Background: an optimization exercise with open tools, aiming at small area. Do not read the settings as production practice.
At most, simulation tests tie the RTL to the original design; equivalence was not proved.
Power is estimated from default activity; no workload was simulated.

==> flow/design.v (excerpt) <==
module trigCoincTop
#(
   parameter int NUM_LANES  = trigPkg::NUM_LANES,
   parameter int LANE_WIDTH = trigPkg::LANE_WIDTH
)
(
   input  logic                            proc_clk,
   input  logic                            rstN,
   input  logic                            busWrEn,
   input  logic                            busRdEn,
   input  logic [DATA_WIDTH/8-1:0]         busWstrb,
   input  logic [ADDR_WIDTH-1:0]           busAddr,
   input  logic [DATA_WIDTH-1:0]           busWrData,
   input  logic [NUM_LANES*LANE_WIDTH-1:0] trigIn,
   input  logic                            fastTrig,
   output logic [DATA_WIDTH-1:0]           rdData,
   output logic                            rdValid
);
   logic [15:0]           csrReg;
   logic [1:0]            outBlock;
   logic [LANE_WIDTH-1:0] coincMask [NUM_LANES];
   logic [LANE_WIDTH-1:0] multMask  [NUM_LANES];
   logic [LANE_WIDTH-1:0] pattern   [NUM_LANES];
   logic [SUM_WIDTH-1:0]  threshold [NUM_LANES];
   logic                  counterClr;
   logic [DATA_WIDTH-1:0] wrData;
   assign wrData = busWrData & {DATA_WIDTH{rstN}};
   function automatic logic wrByte(
      input logic [ADDR_WIDTH-1:0] addr,
      input int                    b
   );
      wrByte = !rstN || (busWrEn && busAddr == addr && busWstrb[b]);
   endfunction
   always_ff @(posedge proc_clk)
   begin
      for (int b = 0; b < 2; b++)
      begin
         if (wrByte(REG_CSR, b))
            csrReg[8*b +: 8] <= wrData[8*b +: 8];
      end
      if (wrByte(REG_OUTBLOCK, 0))
         outBlock <= wrData[1:0];
      for (int i = 0; i < NUM_LANES; i++)
      begin
         for (int b = 0; b < 2; b++)
         begin
            if (wrByte(REG_COINC_MASK + ADDR_WIDTH'(i), b))
               coincMask[i][8*b +: 8] <= wrData[8*b +: 8];
            if (wrByte(REG_MULT_MASK + ADDR_WIDTH'(i), b))
               multMask[i][8*b +: 8] <= wrData[8*b +: 8];
            if (wrByte(REG_PATTERN + ADDR_WIDTH'(i), b))
               pattern[i][8*b +: 8] <= wrData[8*b +: 8];
         end
         if (wrByte(REG_THRESHOLD + ADDR_WIDTH'(i), 0))
  ...
==> flow/config.mk <==
export PLATFORM = sky130hd
export DESIGN_NAME = trigCoincTop
export DESIGN_NICKNAME = trigCoincTop
export VERILOG_FILES = /design/flow/design.v
export SDC_FILE = /design/flow/constraint.sdc
export NUM_CORES = 4
export LEC_CHECK = 0
export CAP_MARGIN = 20
export CORE_MARGIN = 2
export CORE_UTILIZATION = 65
export SLEW_MARGIN = 20
export SYNTH_HIERARCHICAL = 1
export SYNTH_MINIMUM_KEEP_SIZE = 0
==> flow/constraint.sdc <==
create_clock -name core_clock -period 5.0 [get_ports {proc_clk}]
set_input_delay 1.0000 -clock core_clock [delete_from_list [all_inputs] [get_ports {proc_clk}]]
set_output_delay 1.0000 -clock core_clock [all_outputs]
set_load 0.01 [all_outputs]
standard.sh (not shown) runs the stock make flow with config.mk's settings and CLKGATE_MAP_FILE= SYNTH_SCRIPT=/design/flow/synth_recipe.tcl, a recipe that flattens the netlist after the stock synthesis.
==> flow/flow/run.sh <==
#!/bin/bash
# Own layout flow: the standard ORFS flow (standard.sh, unchanged synthesis),
# with synthesis buffers removed at floorplan, single-drive port buffers, plain (not timing-driven) global placement and a
# clock tree of clkbuf_4 without dummy loads.
set -uo pipefail
cd "$(dirname "$0")/.."
bash standard.sh \
  "GPL_TIMING_DRIVEN=0" "REMOVE_ABC_BUFFERS=1" \
  "BUFFER_PORTS_ARGS=-buffer_cell sky130_fd_sc_hd__buf_1" \
  "CTS_ARGS=-sink_clustering_enable -repair_clock_nets -dont_use_dummy_load -buf_list sky130_fd_sc_hd__clkbuf_4 -sink_clustering_size 9 -sink_clustering_max_diameter 35" \
  finish > flow_make.log 2>&1
rc=$?
tail -40 flow_make.log
exit $rc
Edit:
--- a/flow/design.v
+++ b/flow/design.v
@@ -55,13 +55,13 @@
    input  logic [SUM_WIDTH-1:0]  threshold,
    output logic                  coincHit,
    output logic                  multHit,
    output logic [4:0]            sum
 );
    function automatic logic [1:0] fullAdd(input logic a, input logic b, input logic c);
-      fullAdd = {(a & b) | (a & c) | (b & c), a ^ b ^ c};
+      fullAdd = {(a & b) | (c & (a ^ b)), (a ^ b) ^ c};
    endfunction
    function automatic logic [1:0] halfAdd(input logic a, input logic b);
       halfAdd = {a & b, a ^ b};
    endfunction
    function automatic logic [4:0] popCount16(input logic [15:0] x);
       logic [1:0] l1 [5];
@@ -134,12 +134,37 @@
       rdNext |= {DATA_WIDTH{sel[SRC_TICK_HI]}} & runTicks[63:32];
    end
 endmodule
 `default_nettype wire
 `timescale 1ns/1ps
 `default_nettype none
+module trigCountCtl
+(
+   input  logic        cntZero,
+   input  logic [3:0]  busWstrb,
+   input  logic [31:0] busData,
+   input  logic        ldTickLo,
+   input  logic        ldTickHi,
+   input  logic        ldTrigLo,
+   input  logic        ldTrigHi,
+   output logic [7:0]  tickSel,
+   output logic [7:0]  trigSel,
+   output logic [31:0] cntData
+);
+   assign cntData = busData & {32{!cntZero}};
+   for (genvar b = 0; b < 4; b++)
+   begin : genSel
+      assign tickSel[b]     = cntZero || (ldTickLo && busWstrb[b]);
+      assign tickSel[b + 4] = cntZero || (ldTickHi && busWstrb[b]);
+      assign trigSel[b]     = cntZero || (ldTrigLo && busWstrb[b]);
+      assign trigSel[b + 4] = cntZero || (ldTrigHi && busWstrb[b]);
+   end
+endmodule
+`default_nettype wire
+`timescale 1ns/1ps
+`default_nettype none
 import trigPkg::*;
 module trigCoincTop
 #(
    parameter int NUM_LANES  = trigPkg::NUM_LANES,
    parameter int LANE_WIDTH = trigPkg::LANE_WIDTH
 )
@@ -232,24 +257,28 @@
    logic        ldTickLo, ldTickHi, ldTrigLo, ldTrigHi;
    logic [7:0]  tickSel;
    logic [7:0]  trigSel;
    logic [63:0] tickInc;
    logic [63:0] trigInc;
    assign cntZero  = !rstN || counterClr;
-   assign cntData  = busWrData & {32{!cntZero}};
    assign ldTickLo = busWrEn && busAddr == REG_TICKS_LO;
    assign ldTickHi = busWrEn && busAddr == REG_TICKS_HI;
    assign ldTrigLo = busWrEn && busAddr == REG_NUMTRIG_LO;
    assign ldTrigHi = busWrEn && busAddr == REG_NUMTRIG_HI;
-   for (genvar b = 0; b < 4; b++)
-   begin : genSel
-      assign tickSel[b]     = cntZero || (ldTickLo && busWstrb[b]);
-      assign tickSel[b + 4] = cntZero || (ldTickHi && busWstrb[b]);
-      assign trigSel[b]     = cntZero || (ldTrigLo && busWstrb[b]);
-      assign trigSel[b + 4] = cntZero || (ldTrigHi && busWstrb[b]);
-   end
+   trigCountCtl uCountCtl (
+      .cntZero  (cntZero),
+      .busWstrb (busWstrb),
+      .busData  (busWrData),
+      .ldTickLo (ldTickLo),
+      .ldTickHi (ldTickHi),
+      .ldTrigLo (ldTrigLo),
+      .ldTrigHi (ldTrigHi),
+      .tickSel  (tickSel),
+      .trigSel  (trigSel),
+      .cntData  (cntData)
+   );
    function automatic logic [63:0] inc64(input logic [63:0] q, input logic cin);
       logic c;
       for (int k = 0; k < 16; k++)
       begin
          c = cin;
          for (int j = 0; j < k; j++)
Sequential power rose by a few percent.
Synthesized area fell slightly.
Global-route usage fell by 1.3 points.
Critical path depth stays the same.
Hold slack gains 0.051 ns.
Die area fell slightly.
Total power rose by a few percent.
Cell area fell slightly.
Routed wire length fell by a few percent.
Synthesized cell count fell by a little under a tenth.
Final cell count fell by a few percent.
No functional check of the RTL was part of the first run of this note.

re-timing with driven ports:
The results above use ideal ports. As a check the final layouts listed here were re-extracted and re-timed, cells and wires unchanged.
Step 1: set_driving_cell puts a clkbuf_16 on proc_clk and a buf_2 on each other input, an assumption about the parent block.
Step 2 adds t to the input delays and takes it off the output delays; t is the mean of the earliest and latest rising clock arrival at the registers after step 1. Input paths then give back, and output paths get back, about the clock's delay inside the block.
Three values: ideal, step 1, step 2; two values: the first two.
| run | shift t [ns] | setup WS [ns] | worst setup path after step 2 |
|---|---|---|---|
| the first run | 0.742 | 0.457 / 0.459 / -0.258 | input to register |
| the second run | 0.718 | 0.291 / 0.321 / -0.396 | input to register |
With both steps, setup timing fails in the first run and the second run, where it was met with ideal ports. For the first run, which loses most, drivers alone change the setup slack by +0.002 ns; drivers and shift together by -0.715 ns.
